From an optimization exercise on the open Yosys and OpenROAD flow, aimed at small area and a short achievable clock period; shortcuts taken in it are not production practice.
No functional check of the RTL was part of any run shown here.

==> flow/design.v (outline; a module is shown in full before it is edited, if it fits) <==
// module imu_fp: 2009 lines
// module imu_fa: 4 lines
// module imu_ha: 4 lines
module imu_fp (
  input  logic        clk,
  input  logic        rst,
  input  logic [31:0] value,
  input  logic [31:0] row,
  output logic [31:0] data
);
  // ...
==> flow/run.sh <==
#!/bin/bash
# synth_recipe.tcl (not shown) runs the flow's synth.tcl, then flattens the netlist and writes it again
# the make line also repeats each setting of config.mk as NAME=value (left out here)
make -C /OpenROAD-flow-scripts/flow DESIGN_CONFIG=/design/flow/config.mk WORK_HOME=/design/flow/orfs CLKGATE_MAP_FILE= SYNTH_SCRIPT=/design/flow/synth_recipe.tcl finish
==> flow/config.mk <==
export PLATFORM = sky130hd
export DESIGN_NAME = imu_fp
export DESIGN_NICKNAME = imu_fp
export VERILOG_FILES = /design/flow/design.v
export SDC_FILE = /design/flow/constraint.sdc
export NUM_CORES = 4
export LEC_CHECK = 0
export ABC_AREA = 1
export CAP_MARGIN = 20
export CORE_MARGIN = 2
export CORE_UTILIZATION = 40
export SLEW_MARGIN = 20
export SYNTH_HIERARCHICAL = 1
==> flow/constraint.sdc <==
create_clock -name core_clock -period 13.0 [get_ports {clk}]
set_input_delay 2.6000 -clock core_clock [delete_from_list [all_inputs] [get_ports {clk}]]
set_output_delay 2.6000 -clock core_clock [all_outputs]
set_load 0.01 [all_outputs]
==> metrics.md, run 1 <==
| Metric | Value |
|---|---|
| Status | `finished clean` |
| ANT cells | `0` |
| Non-clock inverter count in the final layout | `~200` |
| CP max FO | `29` |
| Max_slew headroom | `27.3%` |
| #MultiIn Comb | `1700` |
| Global-route usage over all layers | `25.6%` |
| Final core occ | `44.2%` |
| Multi-input gate share of total cell area | `between 80% and 90%` |
| CP Depth | `29` |
| Most common cell after layout, fill and taps aside | `nand2_1` |
| Largest family of logic cells by synthesized area | `adder cells` |
| Layout clock area frac | `0.927%` |
| Hold_buf cts | `0` |
| Initial antenna violation count | `0` |
| Crit path DAT | `11330 ps` |
| Core box area | `just over 40000 um^2` |
| Critical Path Slowest Stage Cell | `clkdlybuf4s50_1` |
| Number of global-route vias before repair | `15796` |
| Top-count cell post-synth | `nand2_1` |
| CTS tree | `yes` |
| Grt met1 use | `32.9%` |
| Top Layer Used | `met4` |
| Final min period | `11170 ps` |
==> run 2, diff against run 1 <==
--- a/flow/config.mk
+++ b/flow/config.mk
@@ -9,5 +9,6 @@
 export CAP_MARGIN = 20
 export CORE_MARGIN = 2
 export CORE_UTILIZATION = 40
+export SETUP_SLACK_MARGIN = 3
 export SLEW_MARGIN = 20
 export SYNTH_HIERARCHICAL = 1
==> metrics.md, run 2 <==
| Metric | Value |
|---|---|
| Largest net degree at the start of global routing | `35` |
| GR Layer Usage met2 | `43.5%` |
| Cell Count Post-Placement | `2593` |
| Crit-path max cell delay | `slightly above 500 ps` |
| # setup viols final | `0` |
| Largest reg by FF count | `data_q` |
| Synth Instances | `2069` |
| CTS Buf Count | `5` |
| Max reg flops | `32` |
| Critical Path RT | `13210 ps` |
| Setup Crit Path Kind | `input port to flop` |
| Number of global-route vias before repair | `15799 (+0.019%)` |
| Worst Max-Slew Pin Slew | `916 ps` |
| Clock root buffer | `clkbuf_16` |
| Gr ovfl total | `0` |
| Vias per cell | `just under 6` |
| Max-slew violations | `0` |
| Hold Crit Start | `row[31]` |
| Placer congestion estimate | `0.881` |
| Commonest cells after routing, fill and taps aside | `nand2_1, xor2_1, o22ai_1, fa_1, inv_1` |
| Clk sinks | `32` |
| Most Crowded Layer GR | `met2` |
| Count of warnings emitted by yosys | `7` |
| Top-area cell type share of the netlist area | `31.3%` |
| ANT cells | `0 (unchanged)` |
| Routed len/inst | `21.3 um` |
| Crit path DAT | `9910 ps (-1420 ps)` |
| Total Nets Final | `2546` |
| Core box area | `40900 um^2 (unchanged)` |
| Largest registers | `data_q x32` |
| Met3 usage | `2.68%` |
| I/O Buffers | `97` |
| Multi-input logic area | `14700 um^2` |
| Status | `finished clean` |
| Die W | `208 um` |
| Most common cell after layout, fill and taps aside | `nand2_1` |
| Most frequent cells after synthesis | `nand2_1, xor2_1, o22ai_1` |
| Routed Antenna Nets | `0` |
| Grt met1 use | `33.3% (+0.39 points)` |
| Final min period | `9700 ps (-1470 ps)` |
| Hold_buf cts | `0 (unchanged)` |
| Synth area leaders | `fa_1, xor2_1, ha_1` |
| I/O pin cnt | `98` |
| Tcrit/Tclk final | `74.6%` |
| Top-count cell post-synth | `nand2_1` |
| Sequential fraction of the synthesis area | `3.85%` |
| Flops & latches, synth | `32` |
| Global-route usage over all layers | `25.6% (+0.032 points)` |
| DRC Markers | `0` |
| Setup TNS | `0 ps` |
| Row Count | `74` |
| Synth async-reset ratio | `0%` |
| Die Area | `approximately 43000 um^2` |
| Iter 0 DRT Violations | `approximately 1300` |
| Total of max-cap violations | `0` |
| Longest Clk Path Bufs | `2` |
| Final Non-Filler Cells | `approximately 2600` |
| Fraction of layout cells with a size suffix above 1 | `between 6 and 7%` |
| Number of H-tree levels | `2` |
| Startpoint types | `input port` |
| Primary FF master, synth | `dfxtp_1` |
| First-pass GRT wire length | `~88 mm` |
| Setup WS pre-CTS | `1750 ps` |
| Hold Crit Endpoint | `data_q[31]$_SDFF_PP0_` |
| Die Ht | `208 um` |
| CTS tree | `yes` |
| Worst setup margin | `roughly 3300 ps` |
| Hold Crit Depth | `2` |
| Via Count | `15129` |
| Pre-antenna DRT Iters | `5` |
| Achievable Freq | `0.103 GHz` |
| Sequential Area | `approximately 640 um^2` |
| Final Hold Fails | `0` |
| CP max FO | `34 (+17%)` |
| Critical Path Slowest Stage Cell | `fa_1` |
| Syn_area_per_cell | `8.04 um^2` |
| Initial antenna violation count | `0 (unchanged)` |
| Distinct cells, synth | `47` |
| RSZ-0062 raised after global routing | `true` |
| Fill count | `approximately 4100` |
| Post-detail-place hpwl | `41.5 mm` |
| Synth area leader | `fa_1` |
| Post-synth EDFFs | `0` |
| Hold WC Path Type | `input port to flop` |
| DRT Wirelength | `55.6 mm` |
| Max_slew headroom | `38.9% (+12 points)` |
| Critical path endpoint category | `flop` |
| P&R area growth vs syn | `9.61%` |
| Starting Density | `40.6%` |
| Final core occ | `44.5% (+0.33 points)` |
| Most frequent CP cell | `fa_1` |
| Mapped Area | `16600 um^2` |
| Clock slew at reported path FFs | `60 ps` |
-- run 2: cell counts after synthesis --
Identical to the previous run, type by type.
-- run 2: cell families after synthesis --
kind of cell               share of synthesized area (%)
and+or+nand+nor                                     15.6
adders and majority gates                           42.2
AOI/OAI and AO/OA                                   14.4
buffers and inverters                               8.01
xor gates and xnor gates                            16.0
DFF                                                 3.85
other                                             0.0452
-- run 2: repair_timing --
action                                  in CTS  in global routing
cloned                                       0                  3
hold endpoints to repair                     0                  0
buffers inserted                             0                  4
endpoints found under the setup margin      31                 31
gates resized for setup                     14                 25
-- run 2: layer usage --
layer	routed length, um	up-vias
met5	0	-
li1	-	6887
met1	22600	7416
met3	3840	148
met2	26500	678
met4	2620	0
-- run 2: area by class of cell --
| cell class | instances | area share [%] |
|---|---|---|
| multi-input combinational | 1700 | 80.8 |
| timing repair buffer | 138 | 6.95 |
| inverter | 195 | 4.12 |
| tap | 532 | 3.65 |
| sequential | 32 | 3.52 |
| clock buffer | 5 | 0.687 |
| clock inverter | 3 | 0.233 |
| timing repair inverter | 3 | 0.0824 |
-- run 2: worst max-delay path: cells and delay by family --
family	cells	cell delay, ps
compound gates	4	990
fa+ha+maj	7	2830
xor+xnor	1	230
simple gates	13	1730
buf+inv	6	1450
-- run 2: metrics by stage --
step                      area [um^2]  hold WS, ps
final                           18200         2890
after global routing            18200         2920
after CTS                       18100         2890
after detailed placement        17900         3200
after global placement          17900         3190
after floorplan                 16600         2690
-- run 2: per-module statistics from Yosys, one instance, submodules excluded --
module  cells inside  area (um^2)  times used
imu_fp          1694        10000           1
imu_ha             1         12.5         117
imu_fa             1         20.0         258
-- run 2: how the worst max path moves through the flow --
stage | startpoint | to | slack [ps]
after CTS | row[7] | data_q[17]$_SDFF_PP0_ | 3020
final | row[13] | data_q[17]$_SDFF_PP0_ | 3300
after detailed placement | row[5] | data_q[17]$_SDFF_PP0_ | 1750
after floorplan | row[9] | data_q[17]$_SDFF_PP0_ | 4360
after global placement | row[5] | data_q[18]$_SDFF_PP0_ | 1910
after global routing | row[4] | data_q[17]$_SDFF_PP0_ | 2940
==> run 3, diff against run 2 <==
--- a/flow/config.mk
+++ b/flow/config.mk
@@ -8,7 +8,7 @@
 export ABC_AREA = 1
 export CAP_MARGIN = 20
 export CORE_MARGIN = 2
-export CORE_UTILIZATION = 40
+export CORE_UTILIZATION = 60
 export SETUP_SLACK_MARGIN = 3
 export SLEW_MARGIN = 20
 export SYNTH_HIERARCHICAL = 1
==> metrics.md, run 3 <==
| Metric | Value |
|---|---|
| Distinct cells, synth | `47 (unchanged)` |
| Die Ht | `170 um (-18%)` |
| Global-route usage over all layers | `36.5% (+11 points)` |
| Fraction of layout cells with a size suffix above 1 | `6.23% (-0.17 points)` |
| Multi-input logic area | `14800 um^2 (+0.67%)` |
| Clk sinks | `32 (unchanged)` |
| Fill count | `2329 (-43%)` |
| Top-area cell type share of the netlist area | `31.3% (unchanged)` |
| Clock root buffer | `clkbuf_16` |
| Top-count cell post-synth | `nand2_1` |
| Total of max-cap violations | `0 (unchanged)` |
| Number of global-route vias before repair | `15148 (-4.1%)` |
| Clock slew at reported path FFs | `50 ps (about the same)` |
| Post-detail-place hpwl | `39.4 mm (-5.0%)` |
| DRC Markers | `0 (unchanged)` |
| Critical path endpoint category | `flop` |
| Final min period | `9700 ps (+4.52 ps)` |
| First-pass GRT wire length | `82.3 mm (-6.8%)` |
| Vias per cell | `6.13 (+5.7%)` |
| Hold WC Path Type | `input port to flop` |
| Status | `finished clean` |
| I/O Buffers | `97 (unchanged)` |
| Routed len/inst | `21.2 um (-0.66%)` |
| Count of warnings emitted by yosys | `7 (unchanged)` |
| Crit path DAT | `9930 ps (+20 ps)` |
| Number of H-tree levels | `2 (unchanged)` |
| Max-slew violations | `0 (unchanged)` |
| Starting Density | `61.4% (+21 points)` |
| Hold slack | `2900 ps (+7.18 ps)` |
| Longest Clk Path Bufs | `2 (unchanged)` |
| # setup viols final | `0 (unchanged)` |
| Largest reg by FF count | `data_q` |
| Syn_area_per_cell | `8.04 um^2 (unchanged)` |
| Placer congestion estimate | `0.932 (+5.8%)` |
| Largest registers | `data_q x32` |
| Post-synth EDFFs | `0 (unchanged)` |
| Achievable Freq | `0.103 GHz (about the same)` |
| Max_slew headroom | `31.1% (-7.8 points)` |
| Most frequent CP cell | `fa_1` |
| Final Non-Filler Cells | `2441 (-6.4%)` |
| Design Area, Final | `18100 um^2 (-0.80%)` |
| Primary FF master, synth | `dfxtp_1` |
| Die Area | `29100 um^2 (-33%)` |
| Post-DP Area | `17700 um^2 (-1.3%)` |
| Tcrit/Tclk final | `74.6% (about the same)` |
| Flops & latches, synth | `32 (unchanged)` |
| Cell Count Post-Placement | `2427 (-6.4%)` |
| Initial antenna violation count | `0 (unchanged)` |
| Routed Antenna Nets | `0 (unchanged)` |
| Row Count | `60 (-19%)` |
| Hold Crit Depth | `2 (unchanged)` |
| Sequential Area | `641 um^2 (unchanged)` |
| Synth area leader | `fa_1` |
| Sequential fraction of the synthesis area | `3.85% (unchanged)` |
| CTS tree | `yes` |
| Critical Path RT | `13220 ps (about the same)` |
| Most common cell after layout, fill and taps aside | `nand2_1` |
| Crit-path max cell delay | `790 ps (+280 ps)` |
| Startpoint types | `input port` |
| Synth area leaders | `fa_1, xor2_1, ha_1` |
| Setup Crit Path Kind | `input port to flop` |
| CTS Buf Count | `5 (unchanged)` |
| Synth async-reset ratio | `0% (unchanged)` |
| P&R area growth vs syn | `8.74%` |
| Iter 0 DRT Violations | `1090 (-13%)` |
| Setup TNS | `0 ps (unchanged)` |
| Total Nets Final | `2540 (-0.24%)` |
| Hold Crit Endpoint | `data_q[31]$_SDFF_PP0_` |
| Worst Max-Slew Pin Slew | `1030 ps (+117 ps)` |
| Synth Instances | `2069 (unchanged)` |
| Core box area | `27100 um^2 (-34%)` |
| Gr ovfl total | `0 (unchanged)` |
| Max reg flops | `32 (unchanged)` |
| Largest net degree at the start of global routing | `35 (unchanged)` |
| Final Hold Fails | `0 (unchanged)` |
| RSZ-0062 raised after global routing | `false` |
| Most frequent cells after synthesis | `nand2_1, xor2_1, o22ai_1` |
| Commonest cells after routing, fill and taps aside | `nand2_1, xor2_1, o22ai_1, fa_1, inv_1` |
| Hold Crit Start | `value[31]` |
| I/O pin cnt | `98 (unchanged)` |
| ANT cells | `0 (unchanged)` |
| Die W | `170 um (-18%)` |
| Critical Path Slowest Stage Cell | `inv_1` |
| Mapped Area | `16600 um^2 (unchanged)` |
| Via Count | `14973 (-1.0%)` |
| CP max FO | `34 (unchanged)` |
| DRT Wirelength | `51.7 mm (-7.0%)` |
| Pre-antenna DRT Iters | `5 (unchanged)` |
-- run 3: cell counts after synthesis --
No cell type changed its count.
-- run 3: routing by layer --
metal / global-route usage (%) / vias up / wire (um)
met5: 0 / - / 0
met4: 18.6 / 0 / 2660
met3: 5.35 / 158 / 4430
met2: 59.4 / 739 / 24000
met1: 47.4 / 7202 / 20600
li1: - / 6874 / -
-- run 3: cells by family after synthesis --
family / share of synthesized area, %
compound gates: 14.4
xor+xnor: 16.0
fa+ha+maj: 42.2
buf+inv: 8.01
flops: 3.85
other cells: 0.0452
simple gates: 15.6
-- run 3: cell type report --
type / count / share of cell area, %
clock inverter: 2 / 0.0692
inverter: 195 / 4.11
clock buffer: 5 / 0.692
multi-input combinational: 1702 / 82.0
sequential: 32 / 3.54
tap: 372 / 2.57
timing repair buffer: 132 / 7.01
timing repair inverter: 1 / 0.0415
-- run 3: metrics by stage --
stage	setup WS [ps]	utilization, %
6_report	3300	66.7
5_1_grt	2970	66.7
4_1_cts	3080	66.1
3_5_place_dp	1960	65.3
3_3_place_gp	2210	65.3
2_1_floorplan	4360	-
-- run 3: worst max-delay path by stage --
stage	start	endpoint	slack (ps)	cells past startpoint
2_1_floorplan	row[9]	data_q[17]$_SDFF_PP0_	4360	34
3_3_place_gp	row[7]	data_q[0]$_SDFF_PP0_	2210	30
3_5_place_dp	row[7]	data_q[0]$_SDFF_PP0_	1960	30
4_1_cts	row[5]	data_q[2]$_SDFF_PP0_	3080	31
5_1_grt	row[3]	data_q[19]$_SDFF_PP0_	2970	32
6_report	value[5]	data_q[19]$_SDFF_PP0_	3300	29
-- run 3: critical path, delay by kind of cell --
kind | cells | cell delay, ps
buffers and inverters | 5 | 1810
and+or+nand+nor | 11 | 1370
AOI/OAI and AO/OA | 5 | 830
adders and majority gates | 7 | 3080
xor gates and xnor gates | 1 | 210
-- run 3: Yosys stat by module, one instance, submodules excluded --
module | cell area [um^2] | flip-flops and latches
imu_ha | 12.5 | 0
imu_fa | 20.0 | 0
imu_fp | 10000 | 32
-- run 3: timing repair --
item                       CTS  global route
setup endpoints to repair   31            31
gates resized for setup     23            39
pin swaps                    0             1
hold buffers                 0             0
buffers inserted             3             1
gates cloned                 1             2
==> run 4, diff against run 3 <==
--- a/flow/config.mk
+++ b/flow/config.mk
@@ -9,6 +9,6 @@
 export CAP_MARGIN = 20
 export CORE_MARGIN = 2
 export CORE_UTILIZATION = 60
-export SETUP_SLACK_MARGIN = 3
+export SETUP_SLACK_MARGIN = 5
 export SLEW_MARGIN = 20
 export SYNTH_HIERARCHICAL = 1
==> metrics.md, run 4 <==
| Metric | Value |
|---|---|
| Post-detail-place hpwl | `39.8 mm (+0.86%)` |
| Fraction of layout cells with a size suffix above 1 | `19.8% (+14 points)` |
| Hold Crit Endpoint | `data_q[31]$_SDFF_PP0_` |
| Critical Path Slowest Stage Cell | `fa_1` |
| Synth Instances | `2069 (unchanged)` |
| Synth area leaders | `fa_1, xor2_1, ha_1` |
| Final Hold Fails | `0 (unchanged)` |
| Number of H-tree levels | `2 (unchanged)` |
| Post-synth EDFFs | `0 (unchanged)` |
| Syn_area_per_cell | `8.04 um^2 (unchanged)` |
| Vias per cell | `6.70 (+9.2%)` |
| Global-route usage over all layers | `46.2% (+9.7 points)` |
| Routed len/inst | `26.1 um (+23%)` |
| Setup Crit Path Kind | `input port to flop` |
| Post-DP Area | `18000 um^2 (+1.6%)` |
| # setup viols final | `0 (unchanged)` |
| Core box area | `27100 um^2 (unchanged)` |
| Startpoint types | `input port` |
| Hold WC Path Type | `input port to flop` |
| Starting Density | `61.4% (unchanged)` |
| CTS Buf Count | `5 (unchanged)` |
| Tcrit/Tclk final | `66.8% (-7.9 points)` |
| CTS tree | `yes` |
| Setup TNS | `0 ps (unchanged)` |
| I/O pin cnt | `98 (unchanged)` |
| Commonest cells after routing, fill and taps aside | `xor2_1, nand2_1, fa_1, o22ai_1, inv_1` |
| I/O Buffers | `97 (unchanged)` |
| Distinct cells, synth | `47 (unchanged)` |
| Count of warnings emitted by yosys | `7 (unchanged)` |
| Iter 0 DRT Violations | `2194 (+100%)` |
| Top-area cell type share of the netlist area | `31.3% (unchanged)` |
| Critical Path RT | `13180 ps (-40 ps)` |
| P&R area growth vs syn | `25.4%` |
| Most frequent cells after synthesis | `nand2_1, xor2_1, o22ai_1` |
| Die W | `170 um (unchanged)` |
| Final min period | `8680 ps (-1030 ps)` |
| Achievable Freq | `0.115 GHz (+12%)` |
| Number of global-route vias before repair | `17264 (+14%)` |
| Initial antenna violation count | `3 (+3)` |
| Routed Antenna Nets | `0 (unchanged)` |
| Critical path endpoint category | `flop` |
| Largest registers | `data_q x32` |
| Grt met1 use | `53.3% (+5.9 points)` |
| DRT Wirelength | `66.5 mm (+29%)` |
| Max reg flops | `32 (unchanged)` |
| Top-count cell post-synth | `nand2_1` |
| Synth area leader | `fa_1` |
| Primary FF master, synth | `dfxtp_1` |
| Worst Max-Slew Pin Slew | `1070 ps (+36.2 ps)` |
| Max_slew headroom | `28.5% (-2.6 points)` |
| Die Area | `29100 um^2 (unchanged)` |
| Die Ht | `170 um (unchanged)` |
| Hold_buf cts | `0 (unchanged)` |
| Synth async-reset ratio | `0% (unchanged)` |
| Flops & latches, synth | `32 (unchanged)` |
| Hold Crit Start | `row[31]` |
| Max-slew violations | `0 (unchanged)` |
| Design Area, Final | `20900 um^2 (+15%)` |
| Gr ovfl total | `0 (unchanged)` |
| Total of max-cap violations | `0 (unchanged)` |
| Met3 usage | `20.4% (+15 points)` |
| Total Nets Final | `2646 (+4.2%)` |
| Crit-path max cell delay | `570 ps (-220 ps)` |
| CP max FO | `23 (-32%)` |
| Mapped Area | `16600 um^2 (unchanged)` |
| Placer congestion estimate | `1.03 (+11%)` |
| RSZ-0062 raised after global routing | `true` |
| Largest reg by FF count | `data_q` |
| Longest Clk Path Bufs | `2 (unchanged)` |
| Largest net degree at the start of global routing | `33 (-5.7%)` |
| Sequential fraction of the synthesis area | `3.85% (unchanged)` |
| Hold Crit Depth | `2 (unchanged)` |
| Most Crowded Layer GR | `met2` |
| DRC Markers | `0 (unchanged)` |
| Status | `finished clean` |
| Clock slew at reported path FFs | `50 ps (about the same)` |
| First-pass GRT wire length | `100 mm (+22%)` |
| Row Count | `60 (unchanged)` |
| Via Count | `17078 (+14%)` |
| Most common cell after layout, fill and taps aside | `xor2_1` |
| Crit path DAT | `8860 ps (-1070 ps)` |
| Clock root buffer | `clkbuf_16` |
| GR Layer Usage met2 | `68.5% (+9.1 points)` |
| Clk sinks | `32 (unchanged)` |
| Pre-antenna DRT Iters | `16 (+11)` |
[run 4: layer usage]
layer,vias to the layer above,share of wire [%]
met4,8,9.4
met5,-,0.24
li1,7122,-
met3,520,15
met1,7982,34
met2,1446,42
[run 4: critical path, delay by kind of cell]
| family | cells | cell delay, ps |
|---|---|---|
| adders and majority gates | 7 | 2860 |
| xor gates and xnor gates | 1 | 180 |
| buffers and inverters | 7 | 1220 |
| and+or+nand+nor | 14 | 1470 |
| AOI/OAI and AO/OA | 3 | 480 |
[run 4: Yosys stat by module, one instance, submodules excluded]
module | cells inside | times used | flops+latches | area, um^2
imu_fa | 1 | 258 | 0 | 20.0
imu_fp | 1694 | 1 | 32 | 10000
imu_ha | 1 | 117 | 0 | 12.5
[run 4: worst max path at each step]
stage | startpoint | slack (ps) | cells past startpoint | end
2_1_floorplan | row[19] | 4910 | 33 | data_q[17]$_SDFF_PP0_
3_3_place_gp | row[5] | 2410 | 27 | data_q[0]$_SDFF_PP0_
3_5_place_dp | row[5] | 2150 | 28 | data_q[1]$_SDFF_PP0_
4_1_cts | row[7] | 4640 | 33 | data_q[27]$_SDFF_PP0_
5_1_grt | row[14] | 4160 | 31 | data_q[17]$_SDFF_PP0_
6_report | row[14] | 4320 | 32 | data_q[22]$_SDFF_PP0_
[run 4: repair_timing]
action	4_1_cts	5_1_grt
buffers inserted	72	10
gates cloned	32	2
setup endpoints to repair	31	31
pin swaps	96	31
resized for setup	345	59
[run 4: cell families (layout without fill, tap and decap cells)]
family                     count (synthesis)  count (layout)  share of synthesized area, %
DFF                                       32              32                          3.85
and+or+nand+nor                          594             608                          15.6
buffers and inverters                    339             429                          8.01
other                                      2               6                        0.0452
AOI/OAI and AO/OA                        394             394                          14.4
adders and majority gates                405             405                          42.2
xor gates and xnor gates                 303             303                          16.0
[run 4: area by class of cell]
cell class,count,area [um^2]
multi-input cells,1714,16200
fillers,1894,6240
repair buffers,219,2470
inverters,195,898
flip-flops and latches,32,641
well taps,372,465
clock buffers,7,153
repair inverters,8,58.8
diodes,2,5.00
[run 4: metrics by stage]
| stage | hold WS, ps | util, % | cells | worst slack [ps] |
|---|---|---|---|---|
| final | 2910 | 77.0 | 2549 | 4320 |
| after global routing | 2950 | 76.9 | 2547 | 4160 |
| after CTS | 2900 | 75.8 | 2534 | 4640 |
| after detailed placement | 3200 | 66.4 | 2423 | 2150 |
| after global placement | 3200 | 66.4 | 2423 | 2410 |
| after floorplan | 2690 | - | 2071 | 4910 |
==> run 5, diff against run 4 <==
--- a/flow/config.mk
+++ b/flow/config.mk
@@ -9,6 +9,6 @@
 export CAP_MARGIN = 20
 export CORE_MARGIN = 2
 export CORE_UTILIZATION = 60
-export SETUP_SLACK_MARGIN = 5
+export SETUP_SLACK_MARGIN = 4
 export SLEW_MARGIN = 20
 export SYNTH_HIERARCHICAL = 1
==> metrics.md, run 5 <==
| Metric | Value |
|---|---|
| # setup viols final | `0 (unchanged)` |
| Achievable Freq | `0.113 GHz (-2.1%)` |
| CP max FO | `25 (+8.7%)` |
| Routed Antenna Nets | `0 (unchanged)` |
| Mapped Area | `16600 um^2 (unchanged)` |
| Synth area leader | `fa_1` |
| Most Crowded Layer GR | `met2` |
| Critical path endpoint category | `flop` |
| Design Area, Final | `19700 um^2 (-5.3%)` |
| CTS tree | `yes` |
| Post-synth EDFFs | `0 (unchanged)` |
| Hold_buf cts | `0 (unchanged)` |
| Crit path DAT | `9090 ps (+230 ps)` |
| Critical Path RT | `13220 ps (+40 ps)` |
| Longest Clk Path Bufs | `2 (unchanged)` |
| I/O pin cnt | `98 (unchanged)` |
| Largest registers | `data_q x32` |
| Max-slew violations | `0 (unchanged)` |
| Synth area leaders | `fa_1, xor2_1, ha_1` |
| Simple-Gate Fraction of Synth Area | `15.6% (unchanged)` |
| Distinct cells, synth | `47 (unchanged)` |
| Sequential fraction of the synthesis area | `3.85% (unchanged)` |
| Status | `finished clean` |
| Fraction of layout cells with a size suffix above 1 | `15.1% (-4.7 points)` |
| Largest reg by FF count | `data_q` |
| Placer congestion estimate | `0.932 (-9.9%)` |
| Fraction of synthesized area in multiplexers | `0% (unchanged)` |
| Row Count | `60 (unchanged)` |
| Fill count | `2116 (+12%)` |
| Crit-path max cell delay | `560 ps (about the same)` |
| Max reg flops | `32 (unchanged)` |
| Most frequent CP cell | `fa_1` |
| Worst Max-Slew Pin Slew | `897 ps (-171 ps)` |
| Setup Crit Path Kind | `input port to flop` |
| P&R area growth vs syn | `18.8%` |
| I/O Buffers | `97 (unchanged)` |
| Most common cell after layout, fill and taps aside | `xor2_1` |
| Vias per cell | `6.27 (-6.4%)` |
| Grt met1 use | `48.2% (-5.1 points)` |
| RSZ-0062 raised after global routing | `true` |
| Routed len/inst | `22.8 um (-13%)` |
| Compound-Gate Fraction of Synth Area | `14.4% (unchanged)` |
| Syn_area_per_cell | `8.04 um^2 (unchanged)` |
| Pre-antenna DRT Iters | `6 (-10)` |
| DRC Markers | `0 (unchanged)` |
| Met3 usage | `8.74% (-12 points)` |
| Clk sinks | `32 (unchanged)` |
| Initial antenna violation count | `1 (-2)` |
| Synth async-reset ratio | `0% (unchanged)` |
| Starting Density | `61.4% (unchanged)` |
| GR Layer Usage met2 | `64.8% (-3.8 points)` |
| Critical Path Slowest Stage Cell | `clkdlybuf4s50_1` |
| Hold WC Path Type | `input port to flop` |
| Global-route usage over all layers | `39.9% (-6.3 points)` |
| Cell Count Post-Placement | `2427 (+0.17%)` |
| Clock root buffer | `clkbuf_16` |
| Most frequent cells after synthesis | `nand2_1, xor2_1, o22ai_1` |
| Largest net degree at the start of global routing | `33 (unchanged)` |
| Via Count | `15843 (-7.2%)` |
| CTS Buf Count | `5 (unchanged)` |
| Total Nets Final | `2624 (-0.83%)` |
| Synth Area in XOR/XNOR | `16.0% (unchanged)` |
| Synth Instances | `2069 (unchanged)` |
| Post-Synth Adder-Cell Area | `42.2% (unchanged)` |
| Die Ht | `170 um (unchanged)` |
| Clock slew at reported path FFs | `50 ps (about the same)` |
| Iter 0 DRT Violations | `1330 (-39%)` |
| Number of H-tree levels | `2 (unchanged)` |
| Max_slew headroom | `39.5% (+11 points)` |
| Final Non-Filler Cells | `2526 (-0.90%)` |
| Die Area | `29100 um^2 (unchanged)` |
| Startpoint types | `input port` |
| Flops & latches, synth | `32 (unchanged)` |
| Final min period | `8860 ps (+186 ps)` |
| Count of warnings emitted by yosys | `7 (unchanged)` |
| Post-detail-place hpwl | `39.4 mm (-0.86%)` |
| Primary FF master, synth | `dfxtp_1` |
| DRT Wirelength | `57.6 mm (-13%)` |
| Commonest cells after routing, fill and taps aside | `xor2_1, nand2_1, o22ai_1, fa_1, inv_1` |
| Core box area | `27100 um^2 (unchanged)` |
| Setup TNS | `0 ps (unchanged)` |
| Tcrit/Tclk final | `68.2% (+1.4 points)` |
| Post-DP Area | `17700 um^2 (-1.6%)` |
| Top-area cell type share of the netlist area | `31.3% (unchanged)` |
| Final Hold Fails | `0 (unchanged)` |
| Die W | `170 um (unchanged)` |
| First-pass GRT wire length | `89.0 mm (-11%)` |
| Total of max-cap violations | `0 (unchanged)` |
| Number of global-route vias before repair | `15966 (-7.5%)` |
| Top-count cell post-synth | `nand2_1` |
| Largest family of logic cells by synthesized area | `adder cells` |
| Hold Crit Depth | `2 (unchanged)` |
| Gr ovfl total | `0 (unchanged)` |
## run 5: cell types whose count changed in the layout (fill, tap and decap cells not counted), moves of 7 or more
cell             delta
buf_12             -14
buf_4               -9
bufbuf_16           -7
clkdlybuf4s50_1    +14
fa_1               +19
fa_2               -19
inv_1               +9
inv_6               -7
nand2_1            +19
nand2_8            -17
o22ai_1            +22
o22ai_2            -18
## run 5: final timing paths
path,slack [ps],from,endpoint
hold / removal,2900,value[31],data_q[31]$_SDFF_PP0_
setup / recovery,4140,value[13],data_q[2]$_SDFF_PP0_
## run 5: metal layers
| layer | up-vias | wire (um) |
|---|---|---|
| met3 | 254 | 5320 |
| li1 | 7059 | - |
| met5 | - | 0 |
| met1 | 7623 | 21600 |
| met2 | 907 | 26600 |
| met4 | 0 | 4000 |
## run 5: timing repair
action                     CTS  global route
resized for setup          174           110
setup buffers               30            34
gates cloned                24             3
pin swaps                   25            65
setup endpoints to repair   31            31
## run 5: worst max-delay path, delay by kind of cell
kind                       cells  cell delay, ps
adders and majority gates      7            2820
buffers and inverters          5            1350
and+or+nand+nor               10            1100
AOI/OAI and AO/OA              6             990
xor gates and xnor gates       1             180
## run 5: through the flow
step | setup WS (ps) | utilization (%) | hold slack [ps]
after floorplan | 4360 | - | 2690
after detailed placement | 1960 | 65.3 | 3210
after global routing | 3920 | 72.9 | 2930
final | 4140 | 72.9 | 2900
after global placement | 2210 | 65.3 | 3190
after CTS | 4000 | 69.8 | 2900
## run 5: Yosys stat by module, one instance, submodules excluded
module,cells,times used
imu_fa,1,258
imu_fp,1694,1
imu_ha,1,117
## run 5: kinds of logic (layout without fill, tap and decap cells)
family / after synthesis / after routing
AOI/OAI and AO/OA: 394 / 394
DFF: 32 / 32
adders and majority gates: 405 / 405
and+or+nand+nor: 594 / 607
buffers and inverters: 339 / 408
xor gates and xnor gates: 303 / 303
other: 2 / 5
## run 5: layout make-up
| type | instances | area (um^2) | area share, % |
|---|---|---|---|
| Timing Repair Buffer | 199 | 2060 | 10.4 |
| Clock buffer | 5 | 125 | 0.634 |
| Inverter | 195 | 812 | 4.11 |
| Antenna cell | 1 | 2.50 | 0.0127 |
| Sequential cell | 32 | 641 | 3.24 |
| Clock inverter | 2 | 12.5 | 0.0634 |
| Timing Repair inverter | 7 | 42.5 | 0.215 |
| Tap cell | 372 | 465 | 2.36 |
| Multi-Input combinational cell | 1713 | 15600 | 78.9 |

## afterwards: timing with drivers on the ports
In the flow no input, the clock included, has a driving cell. The finished layouts below were timed again as built, in two steps. Step 1: set_driving_cell puts a clkbuf_16 on clk and a buf_2 on each other input, an assumption about the parent block. Step 2 also shifts input and output timing later by t, the mid clock arrival at the registers, as if the neighbouring blocks saw the same clock. Slacks: ideal / step 1 / step 2; pairs: ideal / step 1.
run	shift t [ns]	setup WS [ns]	cell pins on the clock port's net
run 1	0.327	1.832 / 1.843 / 1.516	1
run 2	0.326	3.301 / 3.314 / 2.988	1
run 3	0.322	3.296 / 3.310 / 2.988	1
run 4	0.321	4.322 / 4.320 / 3.999	1
run 5	0.328	4.136 / 4.157 / 3.829	1
After both steps every run listed still meets setup and hold. The setup slack of run 4, which loses most, moves by -0.002 ns with the drivers and by -0.323 ns with both steps.
